What follows belongs to an exercise in optimizing a design on an open flow for small area, a short achievable clock period and few clock cycles per item; a production flow would make more cautious choices. Function was checked by simulation only, so behaviour that the tests miss may differ from the original. Power figures rest on the tool's default switching activity, not on a simulated workload.

`design/flow/config.mk`:
```
export PLATFORM = sky130hd
export DESIGN_NAME = heater_handle_supervisor
export DESIGN_NICKNAME = heater_handle_supervisor
export VERILOG_FILES = /design/flow/design.v
export SDC_FILE = /design/flow/constraint.sdc
export NUM_CORES = 4
export LEC_CHECK = 0
export CAP_MARGIN = 20
export CORE_MARGIN = 2
export CORE_UTILIZATION = 40
export CTS_BUF_LIST = sky130_fd_sc_hd__clkbuf_8
export GPL_ROUTABILITY_DRIVEN = 0
export SLEW_MARGIN = 20
```
`design/flow/standard.sh`:
```
#!/bin/bash
# synth_recipe.tcl (not shown) runs the flow's synth.tcl, then flattens the netlist and writes it again
# the make line also repeats each setting of config.mk as NAME=value (left out here)
make -C /OpenROAD-flow-scripts/flow DESIGN_CONFIG=/design/flow/config.mk WORK_HOME=/design/flow/orfs CLKGATE_MAP_FILE= SYNTH_SCRIPT=/design/flow/synth_recipe.tcl "${@:-finish}"
```
`design/flow/constraint.sdc`:
```
create_clock -name core_clock -period 9.0 [get_ports {clk_i}]
set_input_delay 1.8000 -clock core_clock [delete_from_list [all_inputs] [get_ports {clk_i}]]
set_output_delay 1.8000 -clock core_clock [all_outputs]
set_load 0.01 [all_outputs]
```
`design/flow/flow/run.sh`:
```
#!/bin/bash
# Layout: the standard flow (standard.sh, which runs the standard synthesis
# unchanged) with two settings changed: the ports are buffered with
# sky130_fd_sc_hd__buf_1 (buffer_ports' own pick is a delay buffer), and the
# timing repair aims for 6.0 ns of setup slack at the design's clock period.
# The make output goes to standard_flow.log; ORFS's logs stay under orfs/logs.
set -euo pipefail
bash standard.sh SETUP_SLACK_MARGIN=6.0 "BUFFER_PORTS_ARGS=-buffer_cell sky130_fd_sc_hd__buf_1" finish > standard_flow.log 2>&1
```
`design/flow/design.v`:
```
package hhs_pkg;
  localparam int unsigned CfgIdxW  = 3;
  localparam int unsigned CfgDataW = 16;
  localparam int unsigned InW      = 38;
  localparam int unsigned OutW     = 12;
  localparam logic [1:0] FAULT_OK       = 2'd0;
  localparam logic [1:0] FAULT_OVER_TMP = 2'd1;
  localparam logic [1:0] FAULT_LOW_TMP  = 2'd2;
  localparam logic [1:0] FAULT_FAN      = 2'd3;
  localparam logic [1:0] ModeCold  = 2'd1;
  localparam logic [1:0] ModePower = 2'd2;
  localparam logic [9:0] TempFanHigh   = 10'd250;
  localparam logic [9:0] TempFanLow    = 10'd70;
  localparam logic [9:0] TempSleepCool = 10'd70;
  localparam logic [9:0] TempFanOff    = 10'd40;
  localparam logic [7:0] SleepDuty     = 8'd50;
  localparam logic [15:0] RstSleepTicks  = 16'd100;
  localparam logic [14:0] RstErrorTicks  = 15'd5;
  localparam logic [9:0]  RstMaxTemp     = 10'd520;
  localparam logic [9:0]  RstMinTemp     = 10'd10;
  localparam logic [7:0]  RstMinAir      = 8'd10;
  localparam logic [8:0]  RstCoolLim     = 9'd120;   
  localparam logic [7:0]  RstMaxAirDuty  = 8'd86;    
  localparam logic [7:0]  RstSleepFanDuty = 8'd58;   
  function automatic logic [7:0] scaled_air(input logic [7:0] level);
    logic [3:0] r;
    logic       b, c;
    logic [7:0] a;
    r = {level[3] ^ level[0], level[2:0]};
    case (r)
      4'd0:    b = level != 8'd0;
      4'd1:    b = level > 8'd25;
      4'd2:    b = level > 8'd50;
      4'd3:    b = level > 8'd75;
      4'd4:    b = level > 8'd100;
      4'd5:    b = level > 8'd125;
      4'd6:    b = level > 8'd150;
      4'd7:    b = level > 8'd175;
      4'd8:    b = level > 8'd200;
      4'd9:    b = level > 8'd225;
      4'd10:   b = level > 8'd250;
      default: b = 1'b0;
    endcase
    c = level[3] & level[0];
    a = {1'b0, level[7:1]} + {4'd0, level[7:4]};
    if (c && !b) begin
      scaled_air = a + 8'd31;
    end else if (c || !b) begin
      scaled_air = a + 8'd30;
    end else begin
      scaled_air = a + 8'd29;
    end
  endfunction
  function automatic logic [6:0] temp_duty(input logic [9:0] temp);
    logic [4:0] h;
    h = 5'bx;
    case (temp[7:0])
      8'd70: h = 5'd7;
      8'd71: h = 5'd7;
      8'd72: h = 5'd8;
      8'd73: h = 5'd7;
      8'd74: h = 5'd8;
      8'd75: h = 5'd7;
      8'd76: h = 5'd8;
      8'd77: h = 5'd8;
      8'd78: h = 5'd8;
      8'd79: h = 5'd8;
      8'd80: h = 5'd8;
      8'd81: h = 5'd8;
      8'd82: h = 5'd9;
      8'd83: h = 5'd8;
      8'd84: h = 5'd9;
      8'd85: h = 5'd8;
      8'd86: h = 5'd9;
      8'd87: h = 5'd9;
      8'd88: h = 5'd9;
      8'd89: h = 5'd9;
      8'd90: h = 5'd9;
      8'd91: h = 5'd9;
      8'd92: h = 5'd10;
      8'd93: h = 5'd9;
      8'd94: h = 5'd10;
      8'd95: h = 5'd9;
      8'd96: h = 5'd10;
      8'd97: h = 5'd10;
      8'd98: h = 5'd10;
      8'd99: h = 5'd10;
      8'd100: h = 5'd10;
      8'd101: h = 5'd10;
      8'd102: h = 5'd11;
      8'd103: h = 5'd10;
      8'd104: h = 5'd11;
      8'd105: h = 5'd10;
      8'd106: h = 5'd11;
      8'd107: h = 5'd11;
      8'd108: h = 5'd11;
      8'd109: h = 5'd11;
      8'd110: h = 5'd11;
      8'd111: h = 5'd11;
      8'd112: h = 5'd12;
      8'd113: h = 5'd11;
      8'd114: h = 5'd12;
      8'd115: h = 5'd11;
      8'd116: h = 5'd12;
      8'd117: h = 5'd12;
      8'd118: h = 5'd12;
      8'd119: h = 5'd12;
      8'd120: h = 5'd12;
      8'd121: h = 5'd12;
      8'd122: h = 5'd13;
      8'd123: h = 5'd12;
      8'd124: h = 5'd13;
      8'd125: h = 5'd12;
      8'd126: h = 5'd13;
      8'd127: h = 5'd13;
      8'd128: h = 5'd13;
      8'd129: h = 5'd13;
      8'd130: h = 5'd13;
      8'd131: h = 5'd13;
      8'd132: h = 5'd14;
      8'd133: h = 5'd13;
      8'd134: h = 5'd14;
      8'd135: h = 5'd13;
      8'd136: h = 5'd14;
      8'd137: h = 5'd14;
      8'd138: h = 5'd14;
      8'd139: h = 5'd14;
      8'd140: h = 5'd14;
      8'd141: h = 5'd14;
      8'd142: h = 5'd15;
      8'd143: h = 5'd14;
      8'd144: h = 5'd15;
      8'd145: h = 5'd14;
      8'd146: h = 5'd15;
      8'd147: h = 5'd15;
      8'd148: h = 5'd15;
      8'd149: h = 5'd15;
      8'd150: h = 5'd15;
      8'd151: h = 5'd15;
      8'd152: h = 5'd16;
      8'd153: h = 5'd15;
      8'd154: h = 5'd16;
      8'd155: h = 5'd15;
      8'd156: h = 5'd16;
      8'd157: h = 5'd16;
      8'd158: h = 5'd16;
      8'd159: h = 5'd16;
      8'd160: h = 5'd16;
      8'd161: h = 5'd16;
      8'd162: h = 5'd17;
      8'd163: h = 5'd16;
      8'd164: h = 5'd17;
      8'd165: h = 5'd16;
      8'd166: h = 5'd17;
      8'd167: h = 5'd17;
      8'd168: h = 5'd17;
      8'd169: h = 5'd17;
      8'd170: h = 5'd17;
      8'd171: h = 5'd17;
      8'd172: h = 5'd18;
      8'd173: h = 5'd17;
      8'd174: h = 5'd18;
      8'd175: h = 5'd17;
      8'd176: h = 5'd18;
      8'd177: h = 5'd18;
      8'd178: h = 5'd18;
      8'd179: h = 5'd18;
      8'd180: h = 5'd18;
      8'd181: h = 5'd18;
      8'd182: h = 5'd19;
      8'd183: h = 5'd18;
      8'd184: h = 5'd19;
      8'd185: h = 5'd18;
      8'd186: h = 5'd19;
      8'd187: h = 5'd19;
      8'd188: h = 5'd19;
      8'd189: h = 5'd19;
      8'd190: h = 5'd19;
      8'd191: h = 5'd19;
      8'd192: h = 5'd20;
      8'd193: h = 5'd19;
      8'd194: h = 5'd20;
      8'd195: h = 5'd19;
      8'd196: h = 5'd20;
      8'd197: h = 5'd20;
      8'd198: h = 5'd20;
      8'd199: h = 5'd20;
      8'd200: h = 5'd20;
      8'd201: h = 5'd20;
      8'd202: h = 5'd21;
      8'd203: h = 5'd20;
      8'd204: h = 5'd21;
      8'd205: h = 5'd20;
      8'd206: h = 5'd21;
      8'd207: h = 5'd21;
      8'd208: h = 5'd21;
      8'd209: h = 5'd21;
      8'd210: h = 5'd21;
      8'd211: h = 5'd21;
      8'd212: h = 5'd22;
      8'd213: h = 5'd21;
      8'd214: h = 5'd22;
      8'd215: h = 5'd21;
      8'd216: h = 5'd22;
      8'd217: h = 5'd22;
      8'd218: h = 5'd22;
      8'd219: h = 5'd22;
      8'd220: h = 5'd22;
      8'd221: h = 5'd22;
      8'd222: h = 5'd23;
      8'd223: h = 5'd22;
      8'd224: h = 5'd23;
      8'd225: h = 5'd22;
      8'd226: h = 5'd23;
      8'd227: h = 5'd23;
      8'd228: h = 5'd23;
      8'd229: h = 5'd23;
      8'd230: h = 5'd23;
      8'd231: h = 5'd23;
      8'd232: h = 5'd24;
      8'd233: h = 5'd23;
      8'd234: h = 5'd24;
      8'd235: h = 5'd23;
      8'd236: h = 5'd24;
      8'd237: h = 5'd24;
      8'd238: h = 5'd24;
      8'd239: h = 5'd24;
      8'd240: h = 5'd24;
      8'd241: h = 5'd24;
      8'd242: h = 5'd25;
      8'd243: h = 5'd24;
      8'd244: h = 5'd25;
      8'd245: h = 5'd24;
      8'd246: h = 5'd25;
      8'd247: h = 5'd25;
      8'd248: h = 5'd25;
      8'd249: h = 5'd25;
      default: h = 5'bx;
    endcase
    temp_duty = temp[7:1] - {2'd0, h};
  endfunction
endpackage
module hhs_cfg_regs (
  input  logic                         clk_i,
  input  logic                         rst_ni,
  input  logic                         we_i,
  input  logic [hhs_pkg::CfgIdxW-1:0]  idx_i,
  input  logic [hhs_pkg::CfgDataW-1:0] data_i,
  input  logic [7:0]                   level_i,
  input  logic [7:0]                   air_duty_i,
  output logic [15:0]                  sleep_ticks_o,
  output logic [14:0]                  error_ticks_o,
  output logic [9:0]                   max_temp_o,
  output logic [9:0]                   min_temp_o,
  output logic [7:0]                   min_air_o,
  output logic [8:0]                   cool_lim_o,
  output logic [7:0]                   max_air_duty_o,
  output logic [7:0]                   sleep_fan_duty_o
);
  logic pend_pto_q, pend_max_air_q, pend_sfl_q;
  logic [15:0] sleep_ticks_n_q;
  logic [14:0] error_ticks_n_q;
  logic [9:0]  max_temp_n_q;
  logic [7:0]  min_air_n_q;
  assign sleep_ticks_o = ~sleep_ticks_n_q;
  assign error_ticks_o = ~error_ticks_n_q;
  assign max_temp_o    = ~max_temp_n_q;
  assign min_air_o     = ~min_air_n_q;
  always_ff @(posedge clk_i or negedge rst_ni) begin
    if (!rst_ni) begin
      sleep_ticks_n_q <= ~hhs_pkg::RstSleepTicks;
      error_ticks_n_q <= ~hhs_pkg::RstErrorTicks;
      max_temp_n_q    <= ~hhs_pkg::RstMaxTemp;
      min_temp_o      <= hhs_pkg::RstMinTemp;
      min_air_n_q     <= ~hhs_pkg::RstMinAir;
    end else if (we_i) begin
      case (idx_i)
        3'd0: sleep_ticks_n_q <= ~data_i;
        3'd1: error_ticks_n_q <= ~data_i[14:0];
        3'd2: max_temp_n_q    <= ~data_i[9:0];
        3'd3: min_temp_o      <= data_i[9:0];
        3'd4: min_air_n_q     <= ~data_i[7:0];
        default: ;
      endcase
    end
  end
  always_ff @(posedge clk_i or negedge rst_ni) begin
    if (!rst_ni) begin
      pend_pto_q     <= 1'b0;
      pend_max_air_q <= 1'b0;
      pend_sfl_q     <= 1'b0;
    end else begin
      pend_pto_q     <= we_i && (idx_i == 3'd5);
      pend_max_air_q <= we_i && (idx_i == 3'd6);
      pend_sfl_q     <= we_i && (idx_i == 3'd7);
    end
  end
  always_ff @(posedge clk_i or negedge rst_ni) begin
    if (!rst_ni) begin
      cool_lim_o       <= hhs_pkg::RstCoolLim;
      max_air_duty_o   <= hhs_pkg::RstMaxAirDuty;
      sleep_fan_duty_o <= hhs_pkg::RstSleepFanDuty;
    end else begin
      if (pend_pto_q)     cool_lim_o       <= {1'b0, level_i} + 9'd70;
      if (pend_max_air_q) max_air_duty_o   <= air_duty_i;
      if (pend_sfl_q)     sleep_fan_duty_o <= air_duty_i;
    end
  end
endmodule
module hhs_step (
  input  logic        cold_i,         
  input  logic        docked_i,       
  input  logic        sleep_cool_i,   
  input  logic        air_low_i,
  input  logic        hot_i,
  input  logic        cool_i,
  input  logic        fan_off_i,      
  input  logic [7:0]  duty_sel_i,     
  input  logic [15:0] sleep_ticks_i,
  input  logic [14:0] error_ticks_i,
  input  logic [7:0]  max_air_duty_i,
  input  logic        work_i,
  input  logic [15:0] sleep_cnt_i,
  input  logic [15:0] fault_cnt_i,
  input  logic [1:0]  fault_i,
  input  logic        fan_fault_i,
  input  logic        fan_hold_i,
  input  logic [7:0]  duty_i,
  output logic        work_o,
  output logic [15:0] sleep_cnt_o,
  output logic [15:0] fault_cnt_o,
  output logic [1:0]  fault_o,
  output logic        fan_fault_o,
  output logic        fan_hold_o,
  output logic [7:0]  duty_o,
  output logic        beep_o
);
  logic        sleep_hit, dbl_hit, half_hit;
  logic [15:0] fault_base;
  assign sleep_hit = (sleep_cnt_i != 16'hffff) && (sleep_cnt_i >= sleep_ticks_i);
  assign fault_base = work_i ? fault_cnt_i : 16'd0;
  assign dbl_hit  = work_i ? (fault_cnt_i >= {error_ticks_i, 1'b0})
                           : (error_ticks_i == 15'd0);
  assign half_hit = work_i ? (fault_cnt_i >= {2'b0, error_ticks_i[14:1]})
                           : (error_ticks_i[14:1] == 14'd0);
  always_comb begin
    work_o      = work_i;
    sleep_cnt_o = sleep_cnt_i;
    beep_o      = 1'b0;
    if (!work_i) begin
      if (!docked_i || cold_i) work_o = 1'b1;
    end else if (docked_i && !cold_i && sleep_cool_i) begin
      if (sleep_hit) begin
        work_o      = 1'b0;
        sleep_cnt_o = 16'd0;
        beep_o      = 1'b1;
      end else begin
        sleep_cnt_o = sleep_cnt_i + 16'd1;
      end
    end
    fault_o     = fault_i;
    fault_cnt_o = fault_base;
    if (fault_i == hhs_pkg::FAULT_OK) begin
      if (cold_i) begin
        if (air_low_i) begin
          if (dbl_hit) begin
            fault_o     = hhs_pkg::FAULT_FAN;
            fault_cnt_o = 16'd0;
          end else begin
            fault_cnt_o = fault_base + 16'd1;
          end
        end
      end else if (!docked_i && (hot_i || cool_i || air_low_i)) begin
        if (half_hit && hot_i) begin
          fault_o     = hhs_pkg::FAULT_OVER_TMP;
          fault_cnt_o = 16'd0;
        end else if (dbl_hit && air_low_i) begin
          fault_o     = hhs_pkg::FAULT_FAN;
          fault_cnt_o = 16'd0;
        end else if (dbl_hit && cool_i) begin
          fault_o     = hhs_pkg::FAULT_LOW_TMP;
          fault_cnt_o = 16'd0;
        end else begin
          fault_cnt_o = fault_base + 16'd1;
        end
      end else begin
        fault_cnt_o = 16'd0;
      end
    end else if (docked_i) begin
      fault_o     = hhs_pkg::FAULT_OK;
      fault_cnt_o = 16'd0;
    end
    fan_fault_o = fan_fault_i;
    fan_hold_o  = fan_hold_i;
    duty_o      = duty_i;
    if (!fan_fault_i) begin
      if (fault_o != hhs_pkg::FAULT_OK) begin
        fan_fault_o = 1'b1;
      end else if (work_o) begin
        fan_hold_o = cold_i || !docked_i;
        duty_o     = duty_sel_i;
      end else if (!fan_off_i) begin
        if (!fan_hold_i) duty_o = hhs_pkg::SleepDuty;
      end else if (!fan_hold_i) begin
        fan_hold_o = 1'b1;
        duty_o     = 8'd0;
      end
    end else begin
      duty_o = max_air_duty_i;
      if (fault_o == hhs_pkg::FAULT_OK) fan_fault_o = 1'b0;
    end
  end
endmodule
module heater_handle_supervisor (
  input  logic                         clk_i,
  input  logic                         rst_ni,
  input  logic                         in_valid_i,
  output logic                         in_ready_o,
  input  logic [hhs_pkg::InW-1:0]      in_data_i,
  output logic                         out_valid_o,
  input  logic                         out_ready_i,
  output logic [hhs_pkg::OutW-1:0]     out_data_o,
  input  logic                         cfg_valid_i,
  output logic                         cfg_ready_o,
  input  logic [hhs_pkg::CfgIdxW-1:0]  cfg_index_i,
  input  logic [hhs_pkg::CfgDataW-1:0] cfg_data_i
);
  logic [15:0] sleep_ticks;
  logic [14:0] error_ticks;
  logic [9:0]  max_temp;
  logic [9:0]  min_temp;
  logic [7:0]  min_air;
  logic [8:0]  cool_lim;
  logic [7:0]  max_air_duty;
  logic [7:0]  sleep_fan_duty;
  logic        s0_valid_q;
  logic        s0_docked_q, s0_cold_q, s0_power_q;
  logic [9:0]  s0_temp_q;
  logic        s0_air_low_q;
  logic [7:0]  s0_level_q;
  logic        in_cold;
  logic        s1_valid_q;
  logic        s1_docked_q, s1_cold_q, s1_sleep_cool_q, s1_air_low_q;
  logic        s1_hot_q, s1_cool_q, s1_fan_off_q;
  logic [7:0]  s1_duty_sel_q;
  logic [7:0]  air_duty, duty_sel;
  logic        sleep_cool;
  logic        work_q, work_d;
  logic [15:0] sleep_cnt_q, sleep_cnt_d;
  logic [15:0] fault_cnt_q, fault_cnt_d;
  logic [1:0]  fault_q, fault_d;
  logic        fan_fault_q, fan_fault_d;
  logic        fan_hold_q, fan_hold_d;
  logic [7:0]  duty_q, duty_d;
  logic        beep_q, beep_d;
  logic        res_valid_q;
  logic [hhs_pkg::OutW-1:0] res;
  logic        old_valid_q;
  logic        out_valid_q;
  logic [hhs_pkg::OutW-1:0] out_q;
  logic [hhs_pkg::OutW-1:0] res_d;
  logic        in_ready_q;
  logic        accept, full2, en0, en1, adv2;
  logic        s0_valid_d, s1_valid_d, res_valid_d, old_valid_d;
  assign cfg_ready_o = 1'b1;
  assign full2  = res_valid_q && old_valid_q;
  assign adv2   = s1_valid_q && !full2;
  assign en1    = !s1_valid_q || !full2;
  assign en0    = !s0_valid_q || en1;
  assign accept = in_valid_i && in_ready_q;
  assign s0_valid_d   = en0 ? accept : s0_valid_q;
  assign s1_valid_d   = en1 ? s0_valid_q : s1_valid_q;
  assign res_valid_d  = adv2 || (res_valid_q && !(!old_valid_q && out_ready_i));
  assign old_valid_d  = old_valid_q ? !out_ready_i : (res_valid_q && adv2 && !out_ready_i);
  always_ff @(posedge clk_i or negedge rst_ni) begin
    if (!rst_ni) begin
      s0_valid_q   <= 1'b0;
      s1_valid_q   <= 1'b0;
      res_valid_q  <= 1'b0;
      old_valid_q  <= 1'b0;
      out_valid_q  <= 1'b0;
      in_ready_q   <= 1'b1;
    end else begin
      s0_valid_q   <= s0_valid_d;
      s1_valid_q   <= s1_valid_d;
      res_valid_q  <= res_valid_d;
      old_valid_q  <= old_valid_d;
      out_valid_q  <= res_valid_d || old_valid_d;
      in_ready_q   <= !(s0_valid_d && s1_valid_d && res_valid_d && old_valid_d);
    end
  end
  assign in_ready_o = in_ready_q;
  assign in_cold   = (in_data_i[35:34] == hhs_pkg::ModeCold);
  always_ff @(posedge clk_i) begin
    if (en0) begin
      s0_docked_q <= !in_data_i[37] && in_data_i[36];
      s0_cold_q   <= in_cold;
      s0_power_q  <= (in_data_i[35:34] == hhs_pkg::ModePower);
      s0_temp_q   <= in_data_i[33:24];
      s0_air_low_q <= in_data_i[23:16] < min_air;
    end
    if (cfg_valid_i) begin
      s0_level_q <= cfg_data_i[7:0];
    end else if (en0) begin
      s0_level_q <= in_cold ? in_data_i[7:0] : in_data_i[15:8];
    end
  end
  assign air_duty = hhs_pkg::scaled_air(s0_level_q);
  always_comb begin
    if (s0_cold_q || !s0_docked_q) begin
      duty_sel = air_duty;
    end else if (s0_temp_q >= hhs_pkg::TempFanHigh) begin
      duty_sel = sleep_fan_duty;
    end else if (s0_temp_q >= hhs_pkg::TempFanLow) begin
      duty_sel = {1'b0, hhs_pkg::temp_duty(s0_temp_q)};
    end else begin
      duty_sel = 8'd0;
    end
  end
  assign sleep_cool = s0_power_q ? ({1'b0, s0_temp_q} <= {2'b0, cool_lim})
                                 : (s0_temp_q <= hhs_pkg::TempSleepCool);
  always_ff @(posedge clk_i) begin
    if (en1) begin
      s1_docked_q     <= s0_docked_q;
      s1_cold_q       <= s0_cold_q;
      s1_sleep_cool_q <= sleep_cool;
      s1_air_low_q    <= s0_air_low_q;
      s1_hot_q        <= s0_temp_q >= max_temp;
      s1_cool_q       <= s0_temp_q <= min_temp;
      s1_fan_off_q    <= s0_temp_q < hhs_pkg::TempFanOff;
      s1_duty_sel_q   <= duty_sel;
    end
  end
  hhs_cfg_regs u_cfg (
    .clk_i            (clk_i),
    .rst_ni           (rst_ni),
    .we_i             (cfg_valid_i),
    .idx_i            (cfg_index_i),
    .data_i           (cfg_data_i),
    .level_i          (s0_level_q),
    .air_duty_i       (air_duty),
    .sleep_ticks_o    (sleep_ticks),
    .error_ticks_o    (error_ticks),
    .max_temp_o       (max_temp),
    .min_temp_o       (min_temp),
    .min_air_o        (min_air),
    .cool_lim_o       (cool_lim),
    .max_air_duty_o   (max_air_duty),
    .sleep_fan_duty_o (sleep_fan_duty)
  );
  hhs_step u_step (
    .cold_i         (s1_cold_q),
    .docked_i       (s1_docked_q),
    .sleep_cool_i   (s1_sleep_cool_q),
    .air_low_i      (s1_air_low_q),
    .hot_i          (s1_hot_q),
    .cool_i         (s1_cool_q),
    .fan_off_i      (s1_fan_off_q),
    .duty_sel_i     (s1_duty_sel_q),
    .sleep_ticks_i  (sleep_ticks),
    .error_ticks_i  (error_ticks),
    .max_air_duty_i (max_air_duty),
    .work_i         (work_q),
    .sleep_cnt_i    (sleep_cnt_q),
    .fault_cnt_i    (fault_cnt_q),
    .fault_i        (fault_q),
    .fan_fault_i    (fan_fault_q),
    .fan_hold_i     (fan_hold_q),
    .duty_i         (duty_q),
    .work_o         (work_d),
    .sleep_cnt_o    (sleep_cnt_d),
    .fault_cnt_o    (fault_cnt_d),
    .fault_o        (fault_d),
    .fan_fault_o    (fan_fault_d),
    .fan_hold_o     (fan_hold_d),
    .duty_o         (duty_d),
    .beep_o         (beep_d)
  );
  always_ff @(posedge clk_i or negedge rst_ni) begin
    if (!rst_ni) begin
      work_q      <= 1'b0;
      sleep_cnt_q <= 16'd0;
      fault_cnt_q <= 16'd0;
      fault_q     <= hhs_pkg::FAULT_OK;
      fan_fault_q <= 1'b0;
      fan_hold_q  <= 1'b0;
      duty_q      <= 8'd0;
      beep_q      <= 1'b0;
    end else if (adv2) begin
      work_q      <= work_d;
      sleep_cnt_q <= sleep_cnt_d;
      fault_cnt_q <= fault_cnt_d;
      fault_q     <= fault_d;
      fan_fault_q <= fan_fault_d;
      fan_hold_q  <= fan_hold_d;
      duty_q      <= duty_d;
      beep_q      <= beep_d;
    end
  end
  assign res   = {work_q, fault_q, duty_q, beep_q};
  assign res_d = adv2 ? {work_d, fault_d, duty_d, beep_d} : res;
  always_ff @(posedge clk_i) begin
    if (!old_valid_d) out_q <= res_d;
  end
  assign out_valid_o = out_valid_q;
  assign out_data_o  = out_q;
endmodule
```
==> key figures, run 1 <==
STA
  • Tmin final: just under 3 ns
  • Setup tns final: 0 ns
  • Skew final: 0.0200 ns
  • Unrepaired setup endpoints after global routing: true
  • Headroom to the max-slew limit: 0.360
  • Hold Fails Final Rpt: 0
  • WHS: 0.469 ns
  • Fin crit share: 0.328
  • Final Max Slew Viols: 0
  • # setup viols final: 0
  • Worst Tran Pin Value: approximately 0.96 ns
  • Achievable Freq: 339 MHz

Die
  • FP Rows: between 60 and 70
  • CORE AREA: around 29000 um^2
  • DIE HEIGHT: about 170 um
  • I/O pins: 77
  • Initial Utilization: 0.406
  • Die Width: 174 um
  • DIE AREA: between 30000 and 40000 um^2

Cells and area
  • Antenna cells: 0
  • Layout overhead on the synthesized area: 13.5%
  • Nets@finish: 1455
  • Layout Cells excl Fill: roughly 1700
  • Fraction of layout cells with a size suffix above 1: 0.151
  • Utilization after layout: 0.461

Detailed routing
  • Final antenna-violating net count: 0
  • Post-DR wirelength/cell: between 15 and 20 um
  • Vias/cell: approximately 5.5
  • Residual DRC: 0
  • Vias: about 9200
  • Routed wire length: about 28000 um
  • Drt first pass iters: 5
  • DR iter-0 viols: around 740

Clock network
  • Worst-path clk slew: about 0.10 ns
  • H-tree Lvls: 4
  • CTS tree: yes
  • Total CTS buffers: 17
  • Clock latency (worst-skew pair): ~0.5 ns
  • CTS max path bufs: 2
  • Sink Count: between 150 and 200
  • CTS Hold Buffers Added: 0
  • Root Driver: clkbuf_8

Synth
  • Syn_area_per_cell: approximately 9.5 um^2
  • Yosys reg bits: ~190
  • Synthesized net count: 1382
  • Most used DFF post-synth: dfrtp_1
  • Number of library cell types mapped by synthesis: 80
  • Synth Instances: around 1200
  • EDFF count, synth: between 40 and 50
  • Post-synthesis cell area: 11600 um^2
  • Ys Warns: 3
  • Sequential fraction of the synthesis area: 0.441
  • Asr flop ratio synth: 0.720

Hold path
  • Hold path cells: 0
  • Worst min-delay path class: reg -> reg

Global routing
  • Antenna violations before repair: 0
  • First-pass GRT wire length: approximately 47000 um
  • Total GRT Usage: 0.192
  • GR Overflow Total: 0
  • Vias in the first global route: roughly 9000
  • Largest net degree at the start of global routing: 74

Setup path
  • Critical path class: reg -> reg
  • CP required: about 9.2 ns
  • CP Capture Type: flop
  • Worst-path fanout max: 6
  • Reg2Reg Depth: 12
  • CP Launch Type: flop
  • Crit path arrival time: ~3.1 ns

Place
  • Number of instances in the placed design: approximately 1600
  • I/O Buffers: 75
  • Detailed Place HPWL: ~20000 um

Pwr
  • Worst vdd ir: approximately 0.11 mV
  • Pwr Density: between 200 and 250 nW/um^2
  • Pleak: ~0.0057 uW

Outcome
  • Status: complete, no violations

Run
  • Number of max-cap violations: 0
==> cell usage in the layout (no fill, tap or decap), drive strengths merged, types with 25 or more instances in the layout <==
cell type,n
nand2,142
a21oi,108
o21ai,107
ha,102
buf,99
nor2,90
dfrtp,84
inv,61
dfstp,55
edfxtp,49
a21o,36
nand3,25
==> where the power goes <==
| group | internal [uW] | leakage, uW | switching [uW] | total [uW] |
|---|---|---|---|---|
| Combinational | 393 | 0.00325 | 516 | 909 |
| Clock | 317 | 0.000227 | 332 | 648 |
| Sequential | 1160 | 0.00219 | 159 | 1320 |
| Total | 1870 | 0.00567 | 1010 | 2870 |
==> per-stage QoR <==
stage          power [uW]  instance area, um^2  worst slack [ns]
2_1_floorplan        1900                11600              6.00
3_3_place_gp         2120                12200              5.32
3_5_place_dp         2150                12200              5.24
4_1_cts              2840                12900              5.98
5_1_grt              3090                13200              5.87
6_report             2870                13200              6.05
==> layer usage <==
layer | share of wire | vias to the layer above | track usage
met2 | 0.48 | 162 | 0.315
met3 | 0.032 | 23 | 0.0289
met4 | 0.015 | 0 | 0.0623
li1 | - | 4560 | -
met5 | 0 | - | 0
met1 | 0.48 | 4445 | 0.260
==> final cells by class <==
type / count / area [um^2]
Sequential cell: 193 / 5120
Tap cell: 384 / 480
Fill cell: 2677 / 15400
Clock inverter: 14 / 204
Inverter: 54 / 203
Multi-Input combinational cell: 923 / 6430
Timing Repair Buffer: 100 / 498
Clock buffer: 18 / 248
==> worst max-delay path, stage by stage, from the launching register on <==
cell and delay, ns:
dfstp_2 0.55, inv_2 0.05, ha_4 0.22, nand2b_4 0.12
a21o_1 0.15, a21o_1 0.18, a2111oi_4 0.28, o311a_1 0.26
nand3b_1 0.27, buf_6 0.17, a21oi_1 0.07, a31oi_1 0.21
o221ai_2 0.14
==> sequential cells by signal, indices dropped and copies added (netlist names), 10 cells and up, named ones only <==
name	cells
fault_cnt_q	16
sleep_cnt_q	16
u_cfg.sleep_ticks_n_q	16
u_cfg.error_ticks_n_q	15
out_q	12
s0_temp_q	10
u_cfg.max_temp_n_q	10
u_cfg.min_temp_o	10
==> logic make-up (layout without fill, tap and decap cells) <==
| group | after synthesis | after routing | synth area share |
|---|---|---|---|
| buffers and inverters | 100 | 186 | 0.0342 |
| adder cells (fa/ha/maj) | 104 | 104 | 0.113 |
| multiplexers | 38 | 38 | 0.0347 |
| other | 1 | 1 | 0.000323 |
| flip-flops | 193 | 193 | 0.441 |
| AO/OA/AOI/OAI | 357 | 357 | 0.191 |
| AND/OR/NAND/NOR | 390 | 390 | 0.161 |
| XOR/XNOR | 33 | 33 | 0.0249 |
==> cells in the mapped netlist (23+ instances only) <==
| cell | instances | share of area |
|---|---|---|
| edfxtp_1 | 49 | 0.13 |
| dfrtp_1 | 84 | 0.18 |
| a21oi_1 | 107 | 0.046 |
| nor2b_1 | 24 | 0.013 |
| clkbuf_1 | 34 | 0.011 |
| dfstp_2 | 55 | 0.12 |
| o21ai_0 | 102 | 0.044 |
| nand2_1 | 142 | 0.046 |
| nand3_1 | 24 | 0.010 |
| a21o_1 | 36 | 0.023 |
| nand4_1 | 23 | 0.012 |
| ha_1 | 102 | 0.11 |
| inv_1 | 53 | 0.017 |
| nor2_1 | 89 | 0.029 |
==> timing repair <==
item                                    4_1_cts  5_1_grt
endpoints found under the setup margin      138       61
resized for setup                            22       50
pin swaps                                     9       13
setup buffers                                12        9
==> path summary, 6_finish.rpt <==
kind | startpoint | to | slack [ns]
min in group asynchronous | rst_ni | sleep_cnt_q[14] | 1.47
setup reg to reg | u_cfg.sleep_ticks_n_q[0] | out_q[1] | 6.05
max in group asynchronous | rst_ni | u_cfg.sleep_fan_duty_o[2] | 6.37
hold reg to reg | s0_air_low_q | s1_air_low_q | 0.47
setup / recovery | u_cfg.sleep_ticks_n_q[0] | out_q[1] | 6.05
hold / removal | s0_air_low_q | s1_air_low_q | 0.47
Testbench counts, summed over its fixed seeds: cycles 16,024, items 16,000.
==> run 2: changes to the inputs <==
--- a/design/flow/config.mk
+++ b/design/flow/config.mk
@@ -11,3 +11,2 @@
 export CTS_BUF_LIST = sky130_fd_sc_hd__clkbuf_8
-export GPL_ROUTABILITY_DRIVEN = 0
 export SLEW_MARGIN = 20
==> run 2 against run 1 <==
  * Still clean
  * Critical endpoint unchanged
  * Sequential share of layout area stayed put
  * Worst setup slack unchanged
  * Clock power hardly changed
==> key figures, run 2 <==
STA
  • Unrepaired setup endpoints after global routing: true
  • Fin crit share: 0.328
  • Achievable Freq: roughly 340 MHz
  • Headroom to the max-slew limit: 0.360
  • Hold Fails Final Rpt: 0
  • Setup tns final: 0 ns
  • # setup viols final: 0
  • Final Max Slew Viols: 0
  • Skew final: 0.0200 ns
  • Tmin final: between 2 and 3 ns
  • WHS: between 0.4 and 0.5 ns
  • Worst Tran Pin Value: between 0.9 and 1 ns

Die
  • FP Rows: 62
  • Initial Utilization: 0.406
  • CORE AREA: 28600 um^2
  • DIE AREA: about 30000 um^2
  • Die Width: around 170 um
  • DIE HEIGHT: between 150 and 200 um
  • I/O pins: 77

Setup path
  • Worst reg2reg startpoint: u_cfg.sleep_ticks_n_q[0]
  • Critical path's top delay family: compound AO/OA/AOI/OAI gates
  • Largest stage delay, worst path: around 0.55 ns
  • CP Capture Type: flop
  • Critical path class: reg -> reg
  • Worst path cell trace: inv_2 -> ha_4 -> nand2b_4 -> a21o_1 -> a21o_1 -> a2111oi_4 -> o311a_1 -> nand3b_1 -> buf_6 -> a21oi_1 -> a31oi_1 -> o221ai_2
  • Worst-path fanout max: 6
  • CP required: 9.19 ns
  • Crit path arrival time: around 3.1 ns
  • CP Launch Type: flop
  • RR Endpoint: out_q[1]
  • WP buf/inv: 2
  • CP max stage cell: dfstp_2
  • Reg2Reg Setup Slack: roughly 6 ns
  • Reg2Reg Depth: 12
  • Most used cell, CP: a21o_1

Synth
  • Area contributors post-synth: dfrtp_1 (18%), edfxtp_1 (13%), dfstp_2 (12%)
  • Compound-Gate Fraction of Synth Area: 0.191
  • Largest family of logic cells by synthesized area: compound AO/OA/AOI/OAI gates
  • Synth Area in XOR/XNOR: 0.0249
  • Post-synthesis mux area share: 0.0347
  • Asr flop ratio synth: 0.720
  • Most frequent cell after synthesis: nand2_1
  • Area leader, netlist: dfrtp_1
  • Top-area cell type share of the netlist area: 0.181
  • Ys Warns: 3
  • Simple-gate share of the synthesized area: 0.161
  • Most frequent cells after synthesis: nand2_1 (142), a21oi_1 (107), ha_1 (102), o21ai_0 (102), nor2_1 (89)
  • Syn_area_per_cell: roughly 9.5 um^2
  • Synth Area in Adders: 0.113
  • Post-synthesis cell area: 11600 um^2
  • Sequential fraction of the synthesis area: 0.441
  • Number of library cell types mapped by synthesis: 80
  • EDFF count, synth: 49
  • Synth Instances: 1216
  • Synthesized net count: ~1400
  • Most used DFF post-synth: dfrtp_1
  • Yosys reg bits: 193

Cells and area
  • Antenna cells: 0
  • Utilization after layout: 0.461
  • Fraction of layout cells with a size suffix above 1: 0.151
  • Top Registers: fault_cnt_q x16, sleep_cnt_q x16, u_cfg.sleep_ticks_n_q x16
  • Commonest non-fill, non-tap cell in the layout: nand2_1
  • Most frequent cells in the layout: nand2_1 (138), a21oi_1 (102), ha_1 (99)
  • Nets@finish: about 1500
  • Layout overhead on the synthesized area: 13.5%

Detailed routing
  • Residual DRC: 0
  • Post-DR wirelength/cell: 16.8 um
  • Drt first pass iters: 5
  • Final antenna-violating net count: 0
  • DR iter-0 viols: roughly 740
  • Vias: slightly above 9000
  • Routed wire length: about 28000 um
  • Vias/cell: roughly 5.5

Global routing
  • Largest net degree at the start of global routing: between 70 and 80
  • Vias in the first global route: approximately 9000
  • Antenna violations before repair: 0
  • First-pass GRT wire length: between 40000 and 50000 um
  • Total GRT Usage: 0.192
  • GR Overflow Total: 0

Run
  • Number of max-cap violations: 0

Hold path
  • Worst Hold End: s1_air_low_q
  • HP Start: s0_air_low_q
  • Hold path cells: 0
  • Worst min-delay path class: reg -> reg

Place
  • Final Wtd Congestion: between 0.8 and 0.9
  • I/O Buffers: between 70 and 80
  • Detailed Place HPWL: around 20000 um

Clock network
  • CTS max path bufs: 2
  • Worst-path clk slew: 0.10 ns
  • CTS tree: yes
  • H-tree Lvls: 4
  • Clock latency (worst-skew pair): roughly 0.49 ns
  • Total CTS buffers: 17
  • Root Driver: clkbuf_8
  • Sink Count: slightly below 200

Pwr
  • Worst vdd ir: 0.108 mV
  • Pwr Density: about 220 nW/um^2
  • Pleak: ~0.0057 uW

Outcome
  • Status: complete, no violations
run 2: final cells by class:
| type | count | area (um^2) |
|---|---|---|
| Multi-Input combinational cell | 923 | 6430 |
| Timing Repair Buffer | 100 | 498 |
| Clock buffer | 18 | 248 |
| Sequential cell | 193 | 5120 |
| Fill cell | 2677 | 15400 |
| Tap cell | 384 | 480 |
| Inverter | 54 | 203 |
| Clock inverter | 14 | 204 |
run 2: per-layer routing:
metal / global-route usage / vias up / wire length (um)
met1: 0.260 / 4445 / 13500
li1: - / 4560 / -
met2: 0.315 / 162 / 13400
met5: 0 / - / 0
met3: 0.0289 / 23 / 917
met4: 0.0623 / 0 / 433
run 2: power breakdown:
part	internal (uW)	switching [uW]
registers	1160	159
logic	393	516
clock network	317	332
run 2: timing repair:
item                       in CTS  in global routing
buffers inserted               12                  9
hold buffers                    0                  0
setup endpoints to repair     138                 61
resized for setup              22                 50
pin swaps                       9                 13
run 2: how the worst max path moves through the flow:
stage / from / to / slack, ns / cells past startpoint
after detailed placement: cfg_valid_i / u_cfg.sleep_ticks_n_q[13] / 5.24 / 4
after global placement: cfg_valid_i / u_cfg.sleep_ticks_n_q[5] / 5.32 / 5
after CTS: u_cfg.sleep_ticks_n_q[0] / out_q[1] / 5.98 / 12
final: u_cfg.sleep_ticks_n_q[0] / out_q[1] / 6.05 / 12
after floorplan: in_data_i[17] / s0_air_low_q / 6.00 / 10
after global routing: sleep_cnt_q[1] / out_q[1] / 5.87 / 11
run 2: cell families after synthesis:
kind of cell,after synthesis
multiplexers,38
buffers and inverters,100
XOR/XNOR,33
other,1
flip-flops,193
AND/OR/NAND/NOR,390
adder cells (fa/ha/maj),104
AO/OA/AOI/OAI,357
run 2: through the flow:
step | cells | setup slack [ns] | total power (uW) | area, um^2
floorplan | 1216 | 6.00 | 1900 | 11600
global placement | 1633 | 5.32 | 2120 | 12200
detailed placement | 1633 | 5.24 | 2150 | 12200
CTS | 1677 | 5.98 | 2840 | 12900
global route | 1686 | 5.87 | 3090 | 13200
finish | 1686 | 6.05 | 2870 | 13200
==> run 3: changes to the inputs <==
--- a/design/flow/config.mk
+++ b/design/flow/config.mk
@@ -9,3 +9,3 @@
 export CORE_MARGIN = 2
-export CORE_UTILIZATION = 40
+export CORE_UTILIZATION = 50
 export CTS_BUF_LIST = sky130_fd_sc_hd__clkbuf_8
==> run 3 against run 2 <==
  * First-iteration DRC count down 33%
  * Register-to-register slack lost 0.02 ns
  * Critical path depth stayed put
  * Synthesized area is the same
  * Synthesized cell count is the same
  * Clock power shrank 4.3%
  * Clock skew down 0.0043 ns
  * Sequential share of layout area rose by 0.28 points
  * Final cell count down 5.2%
  * Hold slack gained 0.016 ns
  * Critical endpoint is now out_q[6]
  * Largest power group unchanged
==> key figures, run 3 <==
Outcome
  • Status: complete, no violations

Setup path
  • Reg2Reg Setup Slack: a little over 6 ns
  • CP required: just over 9 ns
  • CP Capture Point: out_q[6]
  • Reg2Reg Depth: 12
  • Crit. Startpoint: u_cfg.sleep_ticks_n_q[0]
  • CP Capture Type: flop
  • Worst-path fanout max: 4
  • Critical path class: reg -> reg
  • Crit path arrival time: 3.17 ns
  • CP Launch Type: flop
  • RR Endpoint: out_q[6]
  • Worst reg2reg startpoint: u_cfg.sleep_ticks_n_q[0]

Pwr
  • Pleak: approximately 0.0057 uW
  • Total Power: 2870 uW
  • Worst vdd ir: between 0.1 and 0.15 mV
  • Pwr Density: between 200 and 250 nW/um^2

Detailed routing
  • Residual DRC: 0
  • DR iter-0 viols: between 400 and 500
  • Post-DR wirelength/cell: ~18 um
  • Vias/cell: 5.79
  • Drt first pass iters: 5
  • Final antenna-violating net count: 0
  • Routed wire length: 29300 um
  • Vias: a little over 9000

Global routing
  • GRT met2 Usage: 0.424
  • Met1 Use GR: 0.315
  • Most Crowded Layer GR: met2
  • First-pass GRT wire length: 46900 um
  • Largest net degree at the start of global routing: 73
  • Total GRT Usage: 0.243
  • GR Overflow Total: 0
  • Vias in the first global route: about 9000
  • Antenna violations before repair: 0
  • Met3 Resource Use GR: 0.0332

Place
  • Detailed Place HPWL: ~20000 um
  • Final Wtd Congestion: slightly below 0.9
  • I/O Buffers: 75
  • Post-place setup slack: 5.25 ns
  • Placed Area: roughly 12000 um^2

Clock network
  • Clock latency (worst-skew pair): roughly 0.47 ns
  • Root Driver: clkbuf_8
  • Total CTS buffers: 17
  • CTS Hold Buffers Added: 0
  • CTS max path bufs: 2
  • CTS tree: yes
  • Sink Count: between 150 and 200
  • H-tree Lvls: 4
  • Worst-path clk slew: 0.11 ns

Synth
  • Synthesized net count: about 1400
  • Sequential fraction of the synthesis area: 0.441
  • Number of library cell types mapped by synthesis: 80
  • Ys Warns: 3
  • Most frequent cells after synthesis: nand2_1 (142), a21oi_1 (107), ha_1 (102), o21ai_0 (102), nor2_1 (89)
  • Synth Instances: 1216
  • EDFF count, synth: roughly 50
  • Syn_area_per_cell: ~9.5 um^2
  • Yosys reg bits: 193
  • Area contributors post-synth: dfrtp_1 (18%), edfxtp_1 (13%), dfstp_2 (12%)
  • Asr flop ratio synth: 0.720
  • Area leader, netlist: dfrtp_1
  • Top-area cell type share of the netlist area: 0.181
  • Most frequent cell after synthesis: nand2_1
  • Most used DFF post-synth: dfrtp_1
  • Post-synthesis cell area: between 10000 and 15000 um^2

Die
  • CORE AREA: about 23000 um^2
  • DIE AREA: approximately 24000 um^2
  • Initial Utilization: 0.511
  • I/O pins: 77
  • DIE HEIGHT: between 150 and 200 um
  • FP Rows: 55
  • Die Width: about 160 um

Cells and area
  • FF+latch area: approximately 5100 um^2
  • Design Area, Final: between 10000 and 15000 um^2
  • FILL cells: slightly above 2000
  • Commonest non-fill, non-tap cell in the layout: nand2_1
  • Layout overhead on the synthesized area: 12.7%
  • Antenna cells: 0
  • Most frequent cells in the layout: nand2_1 (138), a21oi_1 (104), ha_1 (97)
  • Fraction of layout cells with a size suffix above 1: 0.153
  • Top Registers: fault_cnt_q x16, sleep_cnt_q x16, u_cfg.sleep_ticks_n_q x16
  • Multi-input gate area: 6400 um^2
  • Nets@finish: between 1000 and 1500

STA
  • WHS: approximately 0.49 ns
  • Tmin final: approximately 3.0 ns
  • Headroom to the max-slew limit: 0.438
  • Fin crit share: 0.330
  • Final Max Slew Viols: 0
  • # setup viols final: 0
  • Worst Tran Pin Value: 0.839 ns
  • Achievable Freq: roughly 340 MHz
  • Skew final: approximately 0.016 ns
  • Unrepaired setup endpoints after global routing: true
  • Setup ws final: between 6 and 7 ns
  • Setup tns final: 0 ns
  • Hold Fails Final Rpt: 0

Run
  • Number of max-cap violations: 0

Hold path
  • Worst min-delay path class: reg -> reg
  • Hold path cells: 1
run 3: cell families (layout without fill, tap and decap cells):
group                      count (synthesis)  in the layout  share of synthesized area
AOI/OAI and AO/OA                        357            357                      0.191
other                                      1              1                   0.000323
muxes                                     38             38                     0.0347
xor gates and xnor gates                  33             33                     0.0249
DFF                                      193            193                      0.441
and+or+nand+nor                          390            391                      0.161
buffers and inverters                    100            196                     0.0342
adders and majority gates                104            104                      0.113
run 3: area by class of cell:
class                           instances  area share
Multi-Input combinational cell        924       0.489
Sequential cell                       193       0.391
Timing Repair Buffer                  110      0.0448
Tap cell                              285      0.0272
Clock buffer                           17      0.0179
Inverter                               54      0.0155
Clock inverter                         15      0.0146
run 3: worst min-delay path by stage:
stage,startpoint,endpoint,slack (ns)
final,beep_q,beep_q,0.49
after CTS,u_cfg.max_temp_n_q[6],u_cfg.max_temp_n_q[6],0.49
after detailed placement,beep_q,beep_q,0.47
after global placement,beep_q,beep_q,0.46
after floorplan,s0_air_low_q,s1_air_low_q,0.40
after global routing,s0_cold_q,s1_cold_q,0.50
run 3: metal layers:
layer | wire, um | share of wire
met4 | 614 | 0.021
met3 | 807 | 0.028
met5 | 0 | 0
met2 | 14600 | 0.50
met1 | 13300 | 0.45
run 3: what timing repair did:
action,CTS,global route
cloned,0,2
buffers inserted,12,17
pin swaps,8,17
endpoints found under the setup margin,125,98
gates resized for setup,23,39
run 3: power by group:
group          switching, uW  total (uW)  internal (uW)
sequential               167        1320           1160
clock                    337         620            284
combinational            515         925            410
run 3: critical path: stages, from the launching register on:
cell and delay [ns]:
dfstp_2 0.55, inv_2 0.05, ha_4 0.20, nand2b_4 0.13
a21o_1 0.15, a21o_1 0.21, a2111oi_4 0.35, o311a_1 0.21
nand3b_1 0.22, buf_4 0.15, nand2_2 0.08, mux2i_1 0.25
o21ai_0 0.15
run 3: through the flow:
step                      utilization  std cells
final                           0.576       1598
after global routing            0.576       1598
after CTS                       0.561       1578
after detailed placement        0.534       1534
after global placement          0.534       1534
after floorplan                     -       1216
==> run 4: changes to the inputs <==
--- a/design/flow/config.mk
+++ b/design/flow/config.mk
@@ -9,4 +9,3 @@
 export CORE_MARGIN = 2
-export CORE_UTILIZATION = 50
-export CTS_BUF_LIST = sky130_fd_sc_hd__clkbuf_8
+export CORE_UTILIZATION = 40
 export SLEW_MARGIN = 20
==> run 4 against run 3 <==
  * Highest routed layer unchanged
  * Synthesized cell count unchanged
  * Combinational power decreased by 3.4%
  * Register-to-register slack improved by 0.04 ns
  * Final cell count increased by 5.4%
  * Synthesized area unchanged
  * Routed wire length decreased by 3.3%
  * Sequential share of layout area decreased by 0.72 points
  * Die area increased by 24%
  * Total power increased by 6.4%
  * Critical path depth decreased by 1
  * Via count decreased by 0.54%
==> key figures, run 4 <==
Outcome
  • Status: complete, no violations

Clock network
  • H-tree Lvls: 4
  • Total CTS buffers: 17
  • Clock latency (worst-skew pair): 0.45 ns
  • CTS max path bufs: 2
  • Worst-path clk slew: roughly 0.08 ns
  • CTS tree: yes
  • Root Driver: clkbuf_16
  • Sink Count: 193

Setup path
  • CP Launch Type: flop
  • Worst-path fanout max: 6
  • Worst path cell trace: inv_1 -> ha_1 -> or3b_1 -> o32ai_1 -> a21oi_1 -> o32a_2 -> a21oi_2 -> o221ai_2 -> nor3_2 -> xnor2_2 -> a21oi_1
  • CP Capture Type: flop
  • CP max stage cell: edfxtp_1
  • Critical path class: reg -> reg
  • Crit path arrival time: 3.09 ns
  • Most used cell, CP: a21oi_1
  • Worst reg2reg startpoint: s0_level_q[2]
  • CP required: approximately 9.2 ns
  • Crit. Startpoint: s0_level_q[2]
  • Largest stage delay, worst path: ~0.51 ns

Synth
  • Area contributors post-synth: dfrtp_1 (18%), edfxtp_1 (13%), dfstp_2 (12%)
  • Number of library cell types mapped by synthesis: 80
  • Most frequent cell after synthesis: nand2_1
  • Ys Warns: 3
  • Yosys reg bits: just under 200
  • Sequential fraction of the synthesis area: 0.441
  • Most used DFF post-synth: dfrtp_1
  • Synth Instances: about 1200
  • Post-synthesis cell area: 11600 um^2
  • Synthesized net count: about 1400
  • EDFF count, synth: 49
  • Top-area cell type share of the netlist area: 0.181
  • Syn_area_per_cell: around 9.5 um^2
  • Most frequent cells after synthesis: nand2_1 (142), a21oi_1 (107), ha_1 (102), o21ai_0 (102), nor2_1 (89)
  • Area leader, netlist: dfrtp_1
  • Asr flop ratio synth: 0.720

Global routing
  • Largest net degree at the start of global routing: 74
  • First-pass GRT wire length: around 47000 um
  • Antenna violations before repair: 0
  • Vias in the first global route: around 9000
  • Total GRT Usage: 0.192
  • GR Overflow Total: 0

Run
  • Number of max-cap violations: 0

Detailed routing
  • Drt first pass iters: 6
  • Vias: a little over 9000
  • Post-DR wirelength/cell: approximately 17 um
  • Routed wire length: 28300 um
  • DR iter-0 viols: 664
  • Vias/cell: approximately 5.5
  • Residual DRC: 0
  • Final antenna-violating net count: 0

Die
  • CORE AREA: 28600 um^2
  • DIE HEIGHT: 174 um
  • FP Rows: 62
  • DIE AREA: between 30000 and 40000 um^2
  • I/O pins: 77
  • Initial Utilization: 0.406
  • Die Width: 174 um

Hold path
  • HP Start: s0_air_low_q
  • Worst min-delay path class: reg -> reg

Cells and area
  • FILL cells: about 2700
  • Commonest non-fill, non-tap cell in the layout: nand2_1
  • Nets@finish: 1453
  • Multi-input gate area: around 6400 um^2
  • Most frequent cells in the layout: nand2_1 (138), a21oi_1 (101), ha_1 (99)
  • Design Area, Final: about 13000 um^2
  • FF+latch area: around 5100 um^2
  • Layout overhead on the synthesized area: 14.8%
  • Antenna cells: 0
  • Top Registers: fault_cnt_q x16, sleep_cnt_q x16, u_cfg.sleep_ticks_n_q x16
  • Fraction of layout cells with a size suffix above 1: 0.151

Pwr
  • Int Pwr: around 2000 uW
  • Worst vdd ir: between 0.15 and 0.2 mV
  • Total Power: roughly 3100 uW
  • Logic pwr share: 0.293
  • Sw Share: 0.336
  • Seq pwr share: 0.432
  • Switching Power: 1030 uW
  • Pleak: between 0.005 and 0.006 uW
  • Pwr Density: 229 nW/um^2
  • Clk pwr share: 0.275

STA
  • Tmin final: 2.93 ns
  • Achievable Freq: around 340 MHz
  • Unrepaired setup endpoints after global routing: true
  • Final Max Slew Viols: 0
  • Skew final: 0.0134 ns
  • Setup tns final: 0 ns
  • Headroom to the max-slew limit: 0.358
  • Hold Fails Final Rpt: 0
  • Setup ws final: just over 6 ns
  • Worst Tran Pin Value: about 0.96 ns
  • Fin crit share: 0.326
  • # setup viols final: 0

Place
  • Final Wtd Congestion: just under 0.9
  • Post-place setup slack: 5.24 ns
  • I/O Buffers: between 70 and 80
  • Detailed Place HPWL: about 20000 um
  • Placed Area: roughly 12000 um^2
run 4: cell counts after synthesis:
Identical to the previous run, type by type.
run 4: layout make-up:
class	instances	area share
tap	384	0.0360
multi-input combinational	923	0.480
clock buffer	19	0.0332
clock inverter	13	0.0150
sequential	193	0.384
inverter	54	0.0152
timing repair buffer	98	0.0361
run 4: logic make-up after synthesis:
group	share of synthesized area
flip-flops	0.441
other	0.000323
buffers and inverters	0.0342
AO/OA/AOI/OAI	0.191
AND/OR/NAND/NOR	0.161
adder cells (fa/ha/maj)	0.113
multiplexers	0.0347
XOR/XNOR	0.0249
run 4: path summary, 6_finish.rpt:
check / end / slack, ns / cells after the start
setup / recovery: s1_duty_sel_q[5] / 6.07 / 11
hold / removal: s1_air_low_q / 0.47 / 0
setup reg to reg: s1_duty_sel_q[5] / 6.07 / 11
hold reg to reg: s1_air_low_q / 0.47 / 0
max in group asynchronous: sleep_cnt_q[12] / 6.30 / 2
min in group asynchronous: fault_cnt_q[12] / 1.50 / 1
run 4: critical path, delay by kind of cell, from the launching register on:
kind                     cells  cell delay, ns
AO/OA/AOI/OAI                6            0.98
AND/OR/NAND/NOR              2            0.60
flip-flops                   1            0.51
XOR/XNOR                     1            0.18
adder cells (fa/ha/maj)      1            0.20
buffers and inverters        1            0.17
run 4: through the flow:
stage               utilization  hold WS (ns)  std cells
floorplan                     -         0.400       1216
global placement          0.428         0.452       1633
detailed placement        0.428         0.454       1633
CTS                       0.458         0.471       1677
global route              0.466         0.476       1684
finish                    0.466         0.473       1684
run 4: per-layer routing:
metal	routed length, um	up-vias	track usage
met5	0	-	0
met4	553	0	0.0693
met3	1120	30	0.0313
met2	13400	198	0.314
met1	13300	4409	0.258
li1	-	4561	-
run 4: what timing repair did:
| item | CTS | global route |
|---|---|---|
| gates resized for setup | 26 | 40 |
| pin swaps | 10 | 7 |
| hold buffers | 0 | 0 |
| setup endpoints to repair | 176 | 60 |
| setup buffers | 12 | 7 |
run 4: power groups by stage:
stage,clock (uW),combinational [uW],sequential (uW)
floorplan,0,621,1280
detailed placement,0,812,1330
CTS,856,861,1320
global placement,0,788,1330
global route,890,1030,1350
finish,839,894,1320

[port drivers added, routing unchanged]
The flow's constraints put no driver on any port. The routed layouts listed below were extracted and timed again, unchanged, in two steps. Step 1 assumes that a clkbuf_16 drives the clock port and a buf_2 every other input. Step 2 also shifts input and output timing later by t, the mid clock arrival at the registers, as if the neighbouring blocks saw the same clock. a / b / c = ideal / step 1 / step 2; a / b = the first two.
| run | t, ns | setup WS [ns] | pins driven straight from the clock port |
|---|---|---|---|
| run 1 | 0.527 | 6.050 / 6.027 / 5.629 | 1 |
| run 2 | 0.527 | 6.050 / 6.027 / 5.629 | 1 |
| run 3 | 0.506 | 6.033 / 6.029 / 5.652 | 1 |
| run 4 | 0.494 | 6.069 / 6.045 / 5.638 | 1 |
After both steps setup and hold are still met in every run listed. The setup slack of run 4, which loses most, moves by -0.024 ns with the drivers and by -0.431 ns with both steps.
